Background: an optimization exercise with open tools, aiming at small area, a short achievable clock period and few clock cycles. Do not read the settings as production practice. Only simulation tests tie the RTL to the original design; equivalence was not proved.

===== config.mk =====
export PLATFORM = sky130hd
export DESIGN_NAME = moment_engine_top
export DESIGN_NICKNAME = moment_engine_top
export VERILOG_FILES = /design/flow/design.v
export SDC_FILE = /design/flow/constraint.sdc
export NUM_CORES = 4
export LEC_CHECK = 0
export CAP_MARGIN = 20
export CORE_MARGIN = 2
export CORE_UTILIZATION = 40
export SLEW_MARGIN = 20

===== design.v =====
package moment_pkg;
   typedef logic [8-1:0]    pix_t;
   typedef logic [9-1:0]    coord_t;
   typedef logic [17-1:0]   addr_t;
   typedef logic [29-1:0] moment_t;
   typedef logic [13-1:0]   cent_t;
   typedef struct packed {
      coord_t img_dim;
      addr_t  start_addr;
   } img_cfg_t;
   typedef struct packed {
      coord_t x;
      coord_t y;
   } coord_pair_t;
   typedef struct packed {
      logic  en;
      addr_t addr;
   } mem_rd_t;
   typedef struct packed {
      moment_t m00;
      moment_t m10;
      moment_t m01;
   } moments_t;
   typedef struct packed {
      cent_t x_mc;
      cent_t y_mc;
   } centroid_t;
endpackage
`timescale 1ns/100ps
module cfg_regs
(
   input  logic     clk,
   input  logic     rst_n,
   input  logic     req_i,
   input  moment_pkg::img_cfg_t cfg_i,
   input  logic     cent_valid_i,
   output logic     ack_o,
   output moment_pkg::img_cfg_t cfg_o,
   output logic     start_o
);
   typedef enum logic [1:0] {
      st_idle,
      st_busy,
      st_ack,
      st_release
   } state_t;
   state_t state;
   always_ff @(posedge clk or negedge rst_n)
   begin
      if (!rst_n)
      begin
         state   <= st_idle;
         start_o <= 1'b0;
      end
      else
      begin
         start_o <= 1'b0;
         case (state)
            st_idle:
               if (req_i)
               begin
                  state   <= st_busy;
                  start_o <= 1'b1;
               end
            st_busy:
               if (cent_valid_i)
                  state <= st_ack;
            st_ack:
               if (!req_i)
                  state <= st_release;
            default:
               state <= st_idle;
         endcase
      end
   end
   always_ff @(posedge clk)
   begin
      if (state == st_idle && req_i)
         cfg_o <= cfg_i;
   end
   assign ack_o = (state == st_ack);
endmodule
`timescale 1ns/100ps
module raster_addr_gen
(
   input  logic                     clk,
   input  logic                     rst_n,
   input  logic                     start_i,
   input  moment_pkg::img_cfg_t                 cfg_i,
   input  logic [3:0] pix_fifo_cnt_i,
   output moment_pkg::mem_rd_t                  mem_rd_o,
   output moment_pkg::coord_pair_t              coord_o,
   output logic                     coord_push_o,
   output logic                     pix_push_o
);
   localparam int room_max = (1 << 3) - 2;
   logic   active;
   moment_pkg::coord_t x_cnt;
   moment_pkg::coord_t y_cnt;
   moment_pkg::addr_t  row_base;
   logic   issue;
   logic   last_col;
   logic   last_row;
   assign issue    = active && (pix_fifo_cnt_i <= room_max);
   assign last_col = (x_cnt == cfg_i.img_dim - 1'b1);
   assign last_row = (y_cnt == cfg_i.img_dim - 1'b1);
   always_ff @(posedge clk or negedge rst_n)
   begin
      if (!rst_n)
      begin
         active     <= 1'b0;
         x_cnt      <= '0;
         y_cnt      <= '0;
         row_base   <= '0;
         pix_push_o <= 1'b0;
      end
      else
      begin
         pix_push_o <= issue;
         if (start_i)
         begin
            active   <= 1'b1;
            x_cnt    <= '0;
            y_cnt    <= '0;
            row_base <= '0;
         end
         else if (issue)
         begin
            if (last_col)
            begin
               x_cnt <= '0;
               if (last_row)
                  active <= 1'b0;
               else
               begin
                  y_cnt    <= y_cnt + 1'b1;
                  row_base <= row_base + cfg_i.img_dim;
               end
            end
            else
               x_cnt <= x_cnt + 1'b1;
         end
      end
   end
   assign mem_rd_o.en   = issue;
   assign mem_rd_o.addr = cfg_i.start_addr + row_base + moment_pkg::addr_t'(x_cnt);
   assign coord_o.x     = x_cnt;
   assign coord_o.y     = y_cnt;
   assign coord_push_o  = issue;
endmodule
`timescale 1ns/100ps
module sync_fifo
#(
   parameter int width = 8
)
(
   input  logic                     clk,
   input  logic                     rst_n,
   input  logic                     clr_i,
   input  logic                     push_i,
   input  logic [width-1:0]         data_i,
   input  logic                     pop_i,
   output logic [width-1:0]         data_o,
   output logic                     empty_o,
   output logic [3:0] count_o
);
   localparam int depth = 1 << 3;
   logic [width-1:0]           mem [depth];
   logic [3-1:0] wr_ptr;
   logic [3-1:0] rd_ptr;
   always_ff @(posedge clk or negedge rst_n)
   begin
      if (!rst_n)
      begin
         wr_ptr  <= '0;
         rd_ptr  <= '0;
         count_o <= '0;
      end
      else if (clr_i)
      begin
         wr_ptr  <= '0;
         rd_ptr  <= '0;
         count_o <= '0;
      end
      else
      begin
         if (push_i)
            wr_ptr <= wr_ptr + 1'b1;
         if (pop_i)
            rd_ptr <= rd_ptr + 1'b1;
         case ({push_i, pop_i})
            2'b10:
               count_o <= count_o + 1'b1;
            2'b01:
               count_o <= count_o - 1'b1;
            default:
               count_o <= count_o;
         endcase
      end
   end
   always_ff @(posedge clk)
   begin
      if (push_i && !clr_i)
         mem[wr_ptr] <= data_i;
   end
   assign data_o  = mem[rd_ptr];
   assign empty_o = (count_o == '0);
endmodule
`timescale 1ns/100ps
module moment_accum
(
   input  logic        clk,
   input  logic        rst_n,
   input  logic        start_i,
   input  moment_pkg::coord_t      img_dim_i,
   input  moment_pkg::pix_t        pix_i,
   input  moment_pkg::coord_pair_t coord_i,
   input  logic        pix_empty_i,
   input  logic        coord_empty_i,
   output logic        pop_o,
   output moment_pkg::moments_t    moments_o,
   output logic        sums_done_o
);
   localparam int cnt_w = 2 * 9;
   logic [cnt_w-1:0] pix_cnt;
   logic [cnt_w-1:0] pix_total;
   logic             last_pop;
   moment_pkg::moment_t          x_prod;
   moment_pkg::moment_t          y_prod;
   assign pop_o     = !pix_empty_i;
   assign pix_total = img_dim_i * img_dim_i;
   assign last_pop  = pop_o && (pix_cnt + 1'b1 == pix_total);
   assign x_prod = coord_i.x * pix_i;
   assign y_prod = coord_i.y * pix_i;
   always_ff @(posedge clk or negedge rst_n)
   begin
      if (!rst_n)
      begin
         pix_cnt     <= '0;
         moments_o   <= '0;
         sums_done_o <= 1'b0;
      end
      else if (start_i)
      begin
         pix_cnt     <= '0;
         moments_o   <= '0;
         sums_done_o <= 1'b0;
      end
      else
      begin
         sums_done_o <= last_pop;
         if (pop_o)
         begin
            pix_cnt       <= pix_cnt + 1'b1;
            moments_o.m00 <= moments_o.m00 + pix_i;
            moments_o.m10 <= moments_o.m10 + x_prod;
            moments_o.m01 <= moments_o.m01 + y_prod;
         end
      end
   end
endmodule
`timescale 1ns/100ps
module centroid_divider
(
   input  logic      clk,
   input  logic      rst_n,
   input  logic      start_i,
   input  moment_pkg::moments_t  moments_i,
   output moment_pkg::centroid_t centroid_o,
   output logic      valid_o
);
   localparam int div_w  = 29 + 3;
   localparam int step_w = $clog2(2 * div_w);
   logic                    busy;
   logic [step_w-1:0]       step;
   logic                    zero_div;
   moment_pkg::moment_t                 divisor_q;
   moment_pkg::moment_t                 m01_q;
   moment_pkg::moment_t                 rem_q;
   logic [div_w-1:0]        dvd_q;
   logic [29:0] trial;
   moment_pkg::moment_t                 rem_next;
   logic                    q_bit;
   logic [div_w-1:0]        quot_next;
   moment_pkg::cent_t                   quot_cent;
   always_comb
   begin
      trial     = {rem_q, dvd_q[div_w-1]};
      q_bit     = (trial >= {1'b0, divisor_q});
      rem_next  = q_bit ? moment_pkg::moment_t'(trial - {1'b0, divisor_q}) : moment_pkg::moment_t'(trial);
      quot_next = {dvd_q[div_w-2:0], q_bit};
   end
   assign quot_cent = zero_div ? '0 : quot_next[13-1:0];
   always_ff @(posedge clk or negedge rst_n)
   begin
      if (!rst_n)
      begin
         busy    <= 1'b0;
         step    <= '0;
         valid_o <= 1'b0;
      end
      else
      begin
         valid_o <= 1'b0;
         if (start_i)
         begin
            busy <= 1'b1;
            step <= '0;
         end
         else if (busy)
         begin
            step <= step + 1'b1;
            if (step == step_w'(2 * div_w - 1))
            begin
               busy    <= 1'b0;
               valid_o <= 1'b1;
            end
         end
      end
   end
   always_ff @(posedge clk)
   begin
      if (start_i)
      begin
         divisor_q <= moments_i.m00;
         m01_q     <= moments_i.m01;
         zero_div  <= (moments_i.m00 == '0);
         rem_q     <= '0;
         dvd_q     <= {moments_i.m10, {3{1'b0}}};
      end
      else if (busy)
      begin
         if (step == step_w'(div_w - 1))
         begin
            centroid_o.x_mc <= quot_cent;
            rem_q           <= '0;
            dvd_q           <= {m01_q, {3{1'b0}}};
         end
         else
         begin
            rem_q <= rem_next;
            dvd_q <= quot_next;
         end
         if (step == step_w'(2 * div_w - 1))
            centroid_o.y_mc <= quot_cent;
      end
   end
endmodule
`timescale 1ns/100ps
module moment_engine_top
(
   input  logic                                  clk,
   input  logic                                  rst_n,
   input  logic                                  req_i,
   input  logic [9+17-1:0] cfg_i,
   output logic                                  ack_o,
   output logic [17:0]               mem_rd_o,
   input  logic [8-1:0]              rdata_i,
   output logic [3*29-1:0]         moments_o,
   output logic [2*13-1:0]           centroid_o
);
   moment_pkg::img_cfg_t              cfg_in;
   moment_pkg::mem_rd_t               mem_rd;
   moment_pkg::moments_t              moments;
   moment_pkg::centroid_t             centroid;
   assign cfg_in     = cfg_i;
   assign mem_rd_o   = mem_rd;
   assign moments_o  = moments;
   assign centroid_o = centroid;
   moment_pkg::img_cfg_t              cfg;
   logic                              start;
   logic                              cent_valid;
   moment_pkg::coord_pair_t           coord_wr;
   moment_pkg::coord_pair_t           coord_rd;
   logic                              coord_push;
   logic                              coord_empty;
   logic                              pix_push;
   moment_pkg::pix_t                  pix_rd;
   logic                              pix_empty;
   logic [3:0]          pix_cnt;
   logic                              pop;
   logic                              sums_done;
   cfg_regs u_cfg_regs (
      .clk          (clk),
      .rst_n        (rst_n),
      .req_i        (req_i),
      .cfg_i        (cfg_in),
      .cent_valid_i (cent_valid),
      .ack_o        (ack_o),
      .cfg_o        (cfg),
      .start_o      (start)
   );
   raster_addr_gen u_raster_addr_gen (
      .clk            (clk),
      .rst_n          (rst_n),
      .start_i        (start),
      .cfg_i          (cfg),
      .pix_fifo_cnt_i (pix_cnt),
      .mem_rd_o       (mem_rd),
      .coord_o        (coord_wr),
      .coord_push_o   (coord_push),
      .pix_push_o     (pix_push)
   );
   sync_fifo #(.width(2*9)) u_coord_fifo (
      .clk     (clk),
      .rst_n   (rst_n),
      .clr_i   (start),
      .push_i  (coord_push),
      .data_i  (coord_wr),
      .pop_i   (pop),
      .data_o  (coord_rd),
      .empty_o (coord_empty),
      .count_o ()
   );
   sync_fifo #(.width(8)) u_pix_fifo (
      .clk     (clk),
      .rst_n   (rst_n),
      .clr_i   (start),
      .push_i  (pix_push),
      .data_i  (rdata_i),
      .pop_i   (pop),
      .data_o  (pix_rd),
      .empty_o (pix_empty),
      .count_o (pix_cnt)
   );
   moment_accum u_moment_accum (
      .clk           (clk),
      .rst_n         (rst_n),
      .start_i       (start),
      .img_dim_i     (cfg.img_dim),
      .pix_i         (pix_rd),
      .coord_i       (coord_rd),
      .pix_empty_i   (pix_empty),
      .coord_empty_i (coord_empty),
      .pop_o         (pop),
      .moments_o     (moments),
      .sums_done_o   (sums_done)
   );
   centroid_divider u_centroid_divider (
      .clk        (clk),
      .rst_n      (rst_n),
      .start_i    (sums_done),
      .moments_i  (moments),
      .centroid_o (centroid),
      .valid_o    (cent_valid)
   );
endmodule

===== run.sh =====
#!/bin/bash
# synth_recipe.tcl (not shown) runs the flow's synth.tcl, then flattens the netlist and writes it again
# the make line also repeats each setting of config.mk as NAME=value (left out here)
make -C /OpenROAD-flow-scripts/flow DESIGN_CONFIG=/design/flow/config.mk WORK_HOME=/design/flow/orfs CLKGATE_MAP_FILE= SYNTH_SCRIPT=/design/flow/synth_recipe.tcl finish

===== constraint.sdc =====
create_clock -name core_clock -period 7.5 [get_ports {clk}]
set_input_delay 1.5000 -clock core_clock [delete_from_list [all_inputs] [get_ports {clk}]]
set_output_delay 1.5000 -clock core_clock [all_outputs]
set_load 0.01 [all_outputs]

==> out/results.tsv <==
metric	value	unit
cts_sinks	550	
hold-path-endpoint	u_centroid_divider.dvd_q[0]	
worst_slack	0.4233	ns
grt_use_total	18.08	%
ff2ff_path_depth	32	
drc_errors	0	
place_area	37260	um^2
setup_violations	0	
crit_arrival	7.56	ns
synth_edf_count	348	
syn_area	33840	um^2
dr.pass1.iters	5	
min_period	7.077	ns
antenna_found_initial	0	
cts.htree.levels	2	
cp_slowest_cell	fa_1	
fmax	141.3	MHz
cts_root_buffer	clkbuf_16	
hold_start	u_centroid_divider.dvd_q[0]	
drtAntennaViolNets	0	
synthDistinctLibCells	70	
hold_class	reg -> reg	
hold_depth	2	
maxCapViolations	0	
dieHeight	294.8	um
path_max_fanout	9	
cts_tree	built	
layout_commonest_cell	edfxtp_1	
async_flop_share	30.91	%
timing.slew.headroom	33.74	%
ctsLongestPathBuffers	3	
die_area	86930	um^2
stdcell_area	39620	um^2
skew	0.03259	ns
antennaDiodeCount	0	
startpoint_type	flip-flop	
synth_warnings	6	
core	83690	um^2
rows	106	
syn2layout_area_growth	17.09	%
reg2reg_from	u_coord_fifo.rd_ptr[0]	
cp.required	7.99	ns
postSynthCellCount	3089	
initial_core_util	40.43	%
r2r_slack	0.42	ns
routed_wl	78.32	mm
n_fill_cell	7597	
rr_endpoint	u_moment_accum.moments_o[22]	
fin_nets	3697	
cts_buffers	61	
crit_type	reg -> reg	
syn_avg_cell_area	10.95	um^2
hold_viol	0	
grt_max_degree	84	
dp_hpwl	55.90	mm
syn_nets	3489	
synth_ff_type	edfxtp_1	
clk-insertion-delay-late	0.64	ns
layout_common_cells	348 x edfxtp_1, 290 x nor2_1, 267 x inv_1	
overflow	0	
wl_per_cell	17.47	um
grt_pass1_vias	22820	
gp_congestion	0.8426	
first_iter_violations	1294	
pre_cts_ws	0.1794	ns
avgViaCountPerCell	5.129	
max_slew.worst_pin.slew	0.9902	ns
ys_ff_latch	550	
drv_slew	0	
drive_above_1_share	9.675	%
status	timing/DRC/antenna clean	
grt_pass1_wl	125.4	mm
path_clk_slew	0.06	ns
post-route-period-util	94.36	%
die_x	294.8	um
synth.yosys.seq_area_share	45.35	%
ios	169	
worstSetupEndpointType	flip-flop	
cts_hold_buf	0	
max_stage_delay	0.56	ns
vias	22990	
io_buffers	168	
[worst max-delay path by stage]
stage | from | endpoint | slack [ns]
after floorplan | u_pix_fifo.rd_ptr[0] | u_moment_accum.moments_o[20] | 0.007
after global placement | u_coord_fifo.rd_ptr[0] | u_moment_accum.moments_o[20] | 0.24
after detailed placement | u_coord_fifo.rd_ptr[0] | u_moment_accum.moments_o[22] | 0.18
after CTS | u_coord_fifo.rd_ptr[0] | u_moment_accum.moments_o[22] | 0.18
after global routing | u_coord_fifo.rd_ptr[0] | u_moment_accum.moments_o[56] | -0.005
final | u_coord_fifo.rd_ptr[0] | u_moment_accum.moments_o[22] | 0.42
[per-stage QoR]
step	utilization, %	TNS (ns)	hold WS, ns	instances
6_report	47.34	0	0.4726	4483
2_1_floorplan	-	0	0.4306	3089
3_5_place_dp	44.52	0	0.4547	4354
5_1_grt	47.34	-0.007949	0.4910	4483
4_1_cts	47.10	0	0.4639	4469
3_3_place_gp	44.52	0	0.4509	4354
[cells by family (layout without fill, tap and decap cells)]
| kind of cell | after synthesis | after routing | share of synthesized area (%) |
|---|---|---|---|
| XOR/XNOR | 220 | 220 | 5.902 |
| buffers and inverters | 379 | 639 | 4.223 |
| AND/OR/NAND/NOR | 944 | 944 | 13.22 |
| AO/OA/AOI/OAI | 512 | 512 | 9.341 |
| adder cells (fa/ha/maj) | 363 | 363 | 16.44 |
| multiplexers | 121 | 121 | 5.524 |
| flip-flops | 550 | 550 | 45.35 |
[what timing repair did]
item,in CTS,in global routing
endpoints found under the setup margin,0,23
gates resized for setup,0,15
setup buffers,0,13
[Yosys cell counts (all sizes together) (8+ instances only)]
| cell type | count | share of area, % |
|---|---|---|
| nor3 | 52 | 0.77 |
| nand4 | 30 | 0.55 |
| a31oi | 12 | 0.22 |
| nor2b | 37 | 0.68 |
| xor2 | 74 | 1.9 |
| inv | 267 | 3.0 |
| a21o | 45 | 1.0 |
| nand3 | 56 | 0.83 |
| buf | 18 | 0.22 |
| edfxtp | 348 | 31 |
| mux4 | 52 | 3.5 |
| o21a | 19 | 0.42 |
| clkbuf | 92 | 1.0 |
| a211oi | 20 | 0.44 |
| a22o | 16 | 0.41 |
| nand2b | 31 | 0.57 |
| fa | 136 | 8.0 |
| nand2 | 252 | 2.8 |
| nor4 | 20 | 0.37 |
| and2 | 41 | 0.77 |
| nor3b | 8 | 0.18 |
| and3 | 28 | 0.52 |
| o21ai | 135 | 2.0 |
| dfrtp | 170 | 13 |
| nor2 | 293 | 3.3 |
| ha | 227 | 8.4 |
| a21oi | 174 | 2.6 |
| or3 | 35 | 0.65 |
| a32oi | 8 | 0.21 |
| or2 | 42 | 0.78 |
| mux2i | 63 | 1.9 |
| o21bai | 10 | 0.22 |
| xnor2 | 141 | 3.6 |
| dfxtp | 32 | 1.9 |
| o31ai | 17 | 0.38 |
[critical path, delay by kind of cell, from the launching register on]
kind,cells,cell delay [ns]
compound gates,7,1.33
xor+xnor,2,0.26
fa+ha+maj,6,2.66
buf+inv,7,0.73
flops,1,0.49
mux,2,0.77
simple gates,8,0.70
[area by class of cell]
| type | instances | area [um^2] | area share (%) |
|---|---|---|---|
| repair buffers | 255 | 2467 | 6.228 |
| well taps | 1134 | 1419 | 3.581 |
| inverters | 269 | 1010 | 2.549 |
| clock inverters | 36 | 490.5 | 1.238 |
| multi-input cells | 2160 | 17210 | 43.45 |
| clock buffers | 79 | 1665 | 4.203 |
| flip-flops and latches | 550 | 15350 | 38.76 |
[registers in the layout, indices dropped and copies added (netlist names), 9 cells and up]
register	cells
u_moment_accum.pix_cnt	18
u_pix_fifo.mem	64
u_centroid_divider.centroid_o	26
u_centroid_divider.m01_q	29
u_coord_fifo.mem	144
u_raster_addr_gen.row_base	17
u_centroid_divider.rem_q	29
u_raster_addr_gen.y_cnt	9
u_raster_addr_gen.x_cnt	9
u_centroid_divider.dvd_q	32
u_moment_accum.moments_o	87
u_cfg_regs.cfg_o	26
u_centroid_divider.divisor_q	29
[metal layers]
metal / global-route usage, % / up-vias / routed length [um]
li1: - / 11270 / -
met1: 24.57 / 11130 / 35770
met2: 30.35 / 488 / 37240
met3: 2.194 / 99 / 3467
met4: 5.276 / 0 / 1849
met5: 0 / - / 0
Testbench counts, summed over its fixed seeds: cycles 202,541.

==> what the ideal ports hide <==
No port has a modelled driver above. Below, the same layout with a new extraction and two added sets of constraints. Step 1 (the two cells are an assumption about what drives the block):
set clk [get_ports {clk}]
set_driving_cell -lib_cell sky130_fd_sc_hd__clkbuf_16 $clk
set_driving_cell -lib_cell sky130_fd_sc_hd__buf_2 [delete_from_list [all_inputs] $clk]
Step 2 times the ports against the registers' clock, not the clock port: input delays grow and output delays shrink by t, the midpoint of the rising clock arrivals with the driver on. Slacks: ideal / step 1 / step 2; pairs: ideal / step 1.
t, ns: 0.685
slack for setup (ns): 0.423 / 0.423 / 0.423
hold WS [ns]: 0.473 / 0.473 / 0.473
slew at the worst register clock pin (ns): 0.06 / 0.06
After both steps setup and hold are still met in this run. The setup slack of this run moves by 0.000 ns with the drivers and by 0.000 ns with both steps.
